What follows belongs to an exercise in optimizing a design on an open flow for a short achievable clock period and few clock cycles; a production flow would make more cautious choices.
Function not checked in this run: the RTL went through the layout flow alone.
Power figures rest on the tool's default switching activity, not on a simulated workload.

$ cat flow/run.sh
#!/bin/bash
# synth_recipe.tcl (not shown) runs the flow's synth.tcl, then flattens the netlist and writes it again
# the make line also repeats each setting of config.mk as NAME=value (left out here)
make -C /OpenROAD-flow-scripts/flow DESIGN_CONFIG=/design/flow/config.mk WORK_HOME=/design/flow/orfs CLKGATE_MAP_FILE= SYNTH_SCRIPT=/design/flow/synth_recipe.tcl finish
$ cat flow/config.mk
export PLATFORM = sky130hd
export DESIGN_NAME = l2_top
export DESIGN_NICKNAME = l2_top
export VERILOG_FILES = /design/flow/design.v
export SDC_FILE = /design/flow/constraint.sdc
export NUM_CORES = 4
export LEC_CHECK = 0
export CAP_MARGIN = 20
export CORE_MARGIN = 2
export CORE_UTILIZATION = 40
export SLEW_MARGIN = 20
$ cat flow/constraint.sdc
create_clock -name core_clock -period 5.0 [get_ports {clk}]
set_input_delay 1.0000 -clock core_clock [delete_from_list [all_inputs] [get_ports {clk}]]
set_output_delay 1.0000 -clock core_clock [all_outputs]
set_load 0.01 [all_outputs]
$ cat flow/design.v
package cache_pkg;
  localparam int DATA_W    = 32;
  localparam int ADDR_W    = 12;
  localparam int INDEX_W   = 4;
  localparam int SETS      = 16;
  localparam int TAG_W     = 8;
  localparam int NUM_PORTS = 2;
  localparam int PORT_W    = 1;
  typedef enum logic [2:0] {
    IDLE,
    CHECK,
    WRITEBACK,
    FETCH,
    FETCH_WAIT
  } ctrl_state_t;
  typedef enum logic {
    OP_READ,
    OP_WRITE
  } mem_op_t;
  typedef struct packed {
    mem_op_t             op;
    logic [ADDR_W-1:0]   addr;
    logic [DATA_W-1:0]   wdata;
  } cache_req_t;
  typedef struct packed {
    logic [DATA_W-1:0]   rdata;
    logic [PORT_W-1:0]   port;
  } cache_resp_t;
  typedef struct packed {
    logic                read;
    logic                write;
    logic [ADDR_W-1:0]   addr;
    logic [DATA_W-1:0]   wdata;
  } mem_req_t;
  typedef struct packed {
    logic                resp;
    logic [DATA_W-1:0]   rdata;
  } mem_resp_t;
endpackage
module l2_core (
  input  logic        clk,
  input  logic        rst,
  input  logic [1:0]  req_valid,
  input  logic [1:0]  req_write,
  input  logic [23:0] req_addr,
  input  logic [63:0] req_wdata,
  output logic [1:0]  resp_valid,
  output logic [31:0] resp_rdata,
  output logic        resp_port,
  output logic        mem_read,
  output logic        mem_write,
  output logic [11:0] mem_addr,
  output logic [31:0] mem_wdata,
  input  logic        mem_resp,
  input  logic [31:0] mem_rdata
);
  logic [15:0] vld0, vld1, dty0, dty1, lru;
  logic [7:0]  tg0 [16];
  logic [7:0]  tg1 [16];
  logic [31:0] dat0 [16];
  logic [31:0] dat1 [16];
  logic [1:0]  o;          
  logic [1:0]  c;          
  logic [11:0] a  [2];
  logic [1:0]  w;
  logic [31:0] d  [2];
  logic [1:0]  sv0, sv1, sd0, sd1, sl, sok;
  logic [7:0]  st0 [2];
  logic [7:0]  st1 [2];
  logic [1:0]  hw;         
  logic [1:0]  rdy;        
  logic [1:0]  wbp, rdp;   
  logic [7:0]  wbt [2];
  logic [31:0] wbd [2];
  logic        lastp;      
  logic        ord;        
  logic        cur;        
  logic [3:0]  idx  [2];
  logic [7:0]  tag  [2];
  logic [1:0]  h0, h1, hit, vw, vwb, way;
  logic [7:0]  vtag [2];
  logic [31:0] vdat [2];
  logic [1:0]  ready, fill, cand, com, rnew, rold, resp, first, second, pend, iss;
  logic        free, comN, issN;
  logic [3:0]  cidx;
  logic [3:0]  nidx [2];
  always_comb begin
    for (int p = 0; p < 2; p++) begin
      idx[p]  = a[p][3:0];
      tag[p]  = a[p][11:4];
      h0[p]   = sv0[p] && (st0[p] == tag[p]);
      h1[p]   = sv1[p] && (st1[p] == tag[p]);
      hit[p]  = h0[p] || h1[p];
      vw[p]   = !sv0[p] ? 1'b0 : (!sv1[p] ? 1'b1 : sl[p]);
      vwb[p]  = vw[p] ? (sv1[p] && sd1[p]) : (sv0[p] && sd0[p]);
      vtag[p] = vw[p] ? st1[p] : st0[p];
      vdat[p] = vw[p] ? dat1[idx[p]] : dat0[idx[p]];
      way[p]  = hit[p] ? h1[p] : vw[p];
      nidx[p] = req_valid[p] ? req_addr[12*p +: 4] : idx[p];
    end
  end
  assign free = !(mem_read || mem_write) || mem_resp;
  always_comb begin
    for (int p = 0; p < 2; p++) begin
      fill[p]   = mem_resp && mem_read && (cur == p[0]);
      ready[p]  = rdy[p] || fill[p];
      first[p]  = c[p] && (!c[1-p] || ord == p[0]);
      second[p] = c[p] && c[1-p] && ord != p[0];
      pend[p]   = wbp[p] || rdp[p];
      cand[p]   = o[p] && !c[p] && sok[p] && (c[1-p] || !(lastp == p[0] && o[1-p]));
    end
    com = cand;
    comN = |com;
    cidx = com[1] ? idx[1] : idx[0];
    for (int p = 0; p < 2; p++) begin
      rold[p] = first[p] && ready[p];
      rnew[p] = com[p] && hit[p] &&
                (!c[1-p] || (!ready[1-p] && idx[1-p] != idx[p] && lastp != p[0]));
      resp[p] = rold[p] || rnew[p];
      iss[p]  = free && pend[p] && (first[p] || (second[p] && !pend[1-p]));
    end
    issN = free && comN && !(|(c & pend));
  end
  always_ff @(posedge clk) begin
    if (rst) begin
      o          <= '0;
      c          <= '0;
      rdy        <= '0;
      wbp        <= '0;
      rdp        <= '0;
      sok        <= '0;
      lastp      <= 1'b1;
      ord        <= 1'b0;
      resp_valid <= '0;
      mem_read   <= 1'b0;
      mem_write  <= 1'b0;
      vld0       <= '0;
      vld1       <= '0;
      dty0       <= '0;
      dty1       <= '0;
      lru        <= '0;
    end
    else begin
      resp_valid <= resp;
      for (int p = 0; p < 2; p++) begin
        sok[p] <= !(comN && cidx == nidx[p]);
        if (req_valid[p]) begin
          o[p] <= 1'b1;
        end
        if (com[p]) begin
          c[p]   <= 1'b1;
          rdy[p] <= hit[p];
          wbp[p] <= !hit[p] && vwb[p];
          rdp[p] <= !hit[p];
          ord    <= ~p[0];
        end
        if (fill[p]) begin
          rdy[p] <= 1'b1;
        end
        if (resp[p]) begin
          o[p]  <= 1'b0;
          c[p]  <= 1'b0;
          rdy[p] <= 1'b0;
          lastp <= p[0];
        end
      end
      for (int p = 0; p < 2; p++) begin
        if (com[p]) begin
          lru[idx[p]] <= ~way[p];
          if (hit[p]) begin
            if (w[p]) begin
              if (h1[p]) dty1[idx[p]] <= 1'b1;
              else       dty0[idx[p]] <= 1'b1;
            end
          end
          else begin
            if (vw[p]) begin
              vld1[idx[p]] <= 1'b1;
              dty1[idx[p]] <= w[p];
            end
            else begin
              vld0[idx[p]] <= 1'b1;
              dty0[idx[p]] <= w[p];
            end
          end
        end
      end
      if (free) begin
        mem_read  <= 1'b0;
        mem_write <= 1'b0;
        if (|iss) begin
          for (int p = 0; p < 2; p++) begin
            if (iss[p]) begin
              cur <= p[0];
              if (wbp[p]) begin
                mem_write <= 1'b1;
                wbp[p]    <= 1'b0;
              end
              else begin
                mem_read <= 1'b1;
                rdp[p]   <= 1'b0;
              end
            end
          end
        end
        else if (issN) begin
          for (int p = 0; p < 2; p++) begin
            if (com[p] && !hit[p]) begin
              cur <= p[0];
              if (vwb[p]) begin
                mem_write <= 1'b1;
                wbp[p]    <= 1'b0;
              end
              else begin
                mem_read <= 1'b1;
                rdp[p]   <= 1'b0;
              end
            end
          end
        end
      end
    end
  end
  always_ff @(posedge clk) begin
    for (int p = 0; p < 2; p++) begin
      if (req_valid[p]) begin
        a[p] <= req_addr[12*p +: 12];
        w[p] <= req_write[p];
        d[p] <= req_wdata[32*p +: 32];
      end
      sv0[p]  <= vld0[nidx[p]];
      sv1[p]  <= vld1[nidx[p]];
      sd0[p]  <= dty0[nidx[p]];
      sd1[p]  <= dty1[nidx[p]];
      sl[p]   <= lru[nidx[p]];
      st0[p]  <= tg0[nidx[p]];
      st1[p]  <= tg1[nidx[p]];
      if (com[p]) begin
        hw[p]  <= way[p];
        wbt[p] <= vtag[p];
        wbd[p] <= vdat[p];
        if (!hit[p]) begin
          if (vw[p]) tg1[idx[p]] <= tag[p];
          else       tg0[idx[p]] <= tag[p];
        end
      end
    end
    if (free) begin
      if (|iss) begin
        for (int p = 0; p < 2; p++) begin
          if (iss[p]) begin
            mem_addr  <= wbp[p] ? {wbt[p], idx[p]} : a[p];
            mem_wdata <= wbd[p];
          end
        end
      end
      else begin
        for (int p = 0; p < 2; p++) begin
          if (com[p]) begin
            mem_addr  <= vwb[p] ? {vtag[p], idx[p]} : a[p];
            mem_wdata <= vdat[p];
          end
        end
      end
    end
    for (int p = 0; p < 2; p++) begin
      if (resp[p]) begin
        resp_port <= p[0];
        if (w[p])
          resp_rdata <= d[p];
        else if (fill[p])
          resp_rdata <= mem_rdata;
        else
          resp_rdata <= (c[p] ? hw[p] : h1[p]) ? dat1[idx[p]] : dat0[idx[p]];
      end
    end
    for (int p = 0; p < 2; p++) begin
      if (fill[p] || (resp[p] && w[p])) begin
        if (c[p] ? hw[p] : h1[p])
          dat1[idx[p]] <= w[p] ? d[p] : mem_rdata;
        else
          dat0[idx[p]] <= w[p] ? d[p] : mem_rdata;
      end
    end
  end
endmodule
module l2_top (
  input  logic        clk,
  input  logic        rst,
  input  logic [1:0]  req_valid,
  input  logic [1:0]  req_write,
  input  logic [23:0] req_addr,
  input  logic [63:0] req_wdata,
  output logic [1:0]  resp_valid,
  output logic [31:0] resp_rdata,
  output logic        resp_port,
  output logic        mem_read,
  output logic        mem_write,
  output logic [11:0] mem_addr,
  output logic [31:0] mem_wdata,
  input  logic        mem_resp,
  input  logic [31:0] mem_rdata
);
  l2_core l2_core_i (
    .clk        (clk),
    .rst        (rst),
    .req_valid  (req_valid),
    .req_write  (req_write),
    .req_addr   (req_addr),
    .req_wdata  (req_wdata),
    .resp_valid (resp_valid),
    .resp_rdata (resp_rdata),
    .resp_port  (resp_port),
    .mem_read   (mem_read),
    .mem_write  (mem_write),
    .mem_addr   (mem_addr),
    .mem_wdata  (mem_wdata),
    .mem_resp   (mem_resp),
    .mem_rdata  (mem_rdata)
  );
endmodule
==> summary.md <==
| Metric | Value |
|---|---|
| WL/cell | 34.6 um |
| Post-Syn Area | 93300 um2 |
| HP Start | l2_core_i.resp_port |
| Yosys Warn Count | 12 |
| Crit-path most repeated cell | buf_4 |
| Starting DRT DRC Count | 9395 |
| Worst-Margin Slew | 1.25 ns |
| GRT Util Overall | 29.4% |
| Final clock skew | 0.0900 ns |
| Vias in the first global route | 66500 |
| Commonest cells post-synth | edfxtp_1, mux2i_1, nand2_1 |
| CP Launch Point | l2_core_i.a[0][11] |
| Cts bufs inserted | 186 |
| Clk latency of the worst-skew pair | 0.90 ns |
| Status | complete, no violations |
| Type of the tightest min-delay check | reg2reg |
| Synth area leader | edfxtp_1 |
| CP endpoint kind | flop |
| CTS tree | built |
| Rows | 177 |
| Flop pwr share | 43.9% |
| Cell Chain, Critical Path | xnor2_1 > nand4_1 > or3_1 > a221o_1 > a21oi_1 > o21ai_4 > buf_4 > o21bai_4 > buf_4 |
| Setup TNS | 0 ns |
| Number of setup buffers added after CTS | 0 |
| Slew headroom | 16.9% |
| Die height | 487 um |
| Final hold vios | 0 |
| Worst EP arrival | 4.92 ns |
| Share of cells above drive strength 1 | 19.9% |
| Final Max Tran Viols | 0 |
| Crit path kind | reg2reg |
| Placed cell count | 9902 |
| Syn_nets | 7190 |
| Post-synth EDFFs | 1529 |
| Hold Slack | 0.448 ns |
| Crit path required time | 5.52 ns |
| Critical Path Fanout Max | 21 |
| Most frequent cell after synthesis | edfxtp_1 |
| Static leakage | 33.7 nW |
| H-tree levels | 4 |
| Synth top area cells | edfxtp_1, mux4_2, mux2i_1 |
| CP peak stage delay | 0.50 ns |
| Post-synthesis cell count | 7055 |
| DR vias/cell | 6.64 |
| Layout area overhead | 14.5% |
| Comb pwr share | 17.6% |
| Clk buf depth | 3 |
| Fin crit period | 4.39 ns |
| Final wirelength | 354000 um |
| CTS Hold Bufs | 0 |
| Drt first pass iters | 6 |
| Register bit count reported by yosys | 1678 |
| Final std cells w/o fill | 10300 |
| Total gr overflow | 0 |
| Synth cell types | 78 |
| Peak supply drop | 0.298 mV |
| RSZ-0062 raised after global routing | false |
| Clock power frac | 38.6% |
| Startpoint Class | flop |
| P_int | 26.3 mW |
| Number of routed nets with antenna violations | 0 |
| Sw Share | 28.8% |
| Finished Core Util | 46.0% |
| Die ar. | 237000 um2 |
| Switch Pwr | 10.7 mW |
| Max-cap viol count | 0 |
| CTS sink cnt | 1678 |
| Port bufs | 207 |
| Fin crit share | 87.9% |
| Reg2Reg Launch Point | l2_core_i.a[0][11] |
| Nets | 7183 |
| Core area | 232000 um2 |
| Syn Area/Cell | 13.2 um2 |
| Tot Pwr | 37.0 mW |
| Slowest stage cell, crit path | edfxtp_1 |
| DRC | 0 |
| Final GP Congestion | 0.957 |
| P per Cell Area | 346 nW/um2 |
| DR vias | 68100 |
| Main synth FF type | edfxtp_1 |
| Final Setup Violations | 0 |
| Seq/Total Area, Yosys | 52.4% |
| Antenna violations before repair | 17 |
| I/O pin count | 208 |
| Largest net degree at the start of global routing | 88 |
| Clk slew on worst S/H paths | 0.06 ns |
| Global-route wire length before repair | 497000 um |
| Max Fclk | 0.228 GHz |
| Chip Width | 487 um |
| Async set-reset flop share out of synthesis | 0% |
| Cts repair resizes | 0 |
| Detailed Place HPWL | 222000 um |
| Initial Util | 40.2% |
| Post-synth top area share | 49.2% |
| Root buffer cell | clkbuf_16 |
## path summary, 6_finish.rpt
path	endpoint	slack, ns	cells past startpoint
setup / recovery	l2_core_i.dat0[0][19]	0.61	9
hold / removal	l2_core_i.resp_port	0.45	2
setup reg to reg	l2_core_i.dat0[0][19]	0.61	9
hold reg to reg	l2_core_i.resp_port	0.45	2
## kinds of logic after synthesis
logic type | synth area share [%]
mux | 27.9
compound gates | 7.13
simple gates | 8.15
fa+ha+maj | 0.107
xor+xnor | 0.469
buf+inv | 3.82
flops | 52.4
## state kept, by name, summed over array words and instances, names as in the netlist, 32 cells and up, named ones only
register,flops
l2_core_i.d,64
l2_core_i.tg1,128
l2_core_i.resp_rdata,32
l2_core_i.dat0,512
l2_core_i.mem_wdata,32
l2_core_i.dat1,512
l2_core_i.tg0,128
l2_core_i.wbd,64
## layout make-up
| class | instances | area, um2 |
|---|---|---|
| Clock buffer | 225 | 4840 |
| Inverter | 72 | 279 |
| Multi-Input combinational cell | 4546 | 41700 |
| Antenna cell | 7 | 17.5 |
| Tap cell | 3043 | 3810 |
| Timing Repair Buffer | 564 | 5830 |
| Fill cell | 20500 | 126000 |
| Sequential cell | 1678 | 48900 |
| Clock inverter | 119 | 1440 |
## critical path, delay by kind of cell (launching register included)
| family | cells | cell delay (ns) |
|---|---|---|
| flops | 1 | 0.50 |
| xor+xnor | 1 | 0.21 |
| buf+inv | 2 | 0.81 |
| compound gates | 4 | 1.65 |
| simple gates | 2 | 0.82 |
## placed cells by master (no fill, tap or decap), types with 125 or more instances in the layout
cell and count:
mux2i_1 1194, clkbuf_16 187, a22oi_1 125, nor2_1 161, edfxtp_1 1529, mux4_2 581, buf_4 273, a21oi_1 158
nand3_1 145, dfxtp_1 142, clkdlybuf4s50_1 204, nand2_1 1046, and3_1 137
## power by group through the flow
stage / sequential (mW) / combinational [mW] / clock [mW]
finish: 16.2 / 6.49 / 14.3
global route: 16.2 / 6.81 / 14.9
CTS: 16.2 / 6.35 / 14.4
detailed placement: 16.5 / 6.33 / 0
global placement: 16.5 / 6.25 / 0
floorplan: 16.3 / 3.93 / 0
## per-stage QoR
step                worst slack, ns  area, um2
global placement             0.0290     100000
global route                  0.559     107000
detailed placement           0.0847     100000
floorplan                    0.0690      93300
finish                        0.606     107000
CTS                           0.761     107000
## routing by layer
metal  part of all wire (%)  routed length (um)  GRT usage [%]  vias to the layer above
li1                       -                   -              -                    27600
met5                 0.0042                  15              0                        -
met3                     11               40300           6.41                      907
met1                     38              134000           39.0                    34900
met2                     45              161000           45.5                     4682
met4                    5.6               19900           14.5                        2

## static timing again, ports no longer ideal
The results above use ideal ports. As a check the final layout listed here was re-extracted and re-timed, cells and wires unchanged. Step 1: set_driving_cell puts a clkbuf_16 on clk and a buf_2 on each other input, an assumption about the parent block. Step 2 adds t to the input delays and takes it off the output delays; t is the mean of the earliest and latest rising clock arrival at the registers after step 1. Input paths then give back, and output paths get back, about the clock's delay inside the block. Slacks: ideal ports / drivers / drivers and shift; pairs: ideal ports / drivers.
t (ns): 0.955
slack for setup (ns): 0.606 / 0.606 / -0.101
clock arrival spread, ns: 0.090 / 0.090
slew at the worst register clock pin (ns): 0.07 / 0.07
cell pins on the clock port's net: 1
With both steps, setup timing fails in this run, where it was met with ideal ports. For this run, drivers alone change the setup slack by 0.000 ns; drivers and shift together by -0.707 ns.
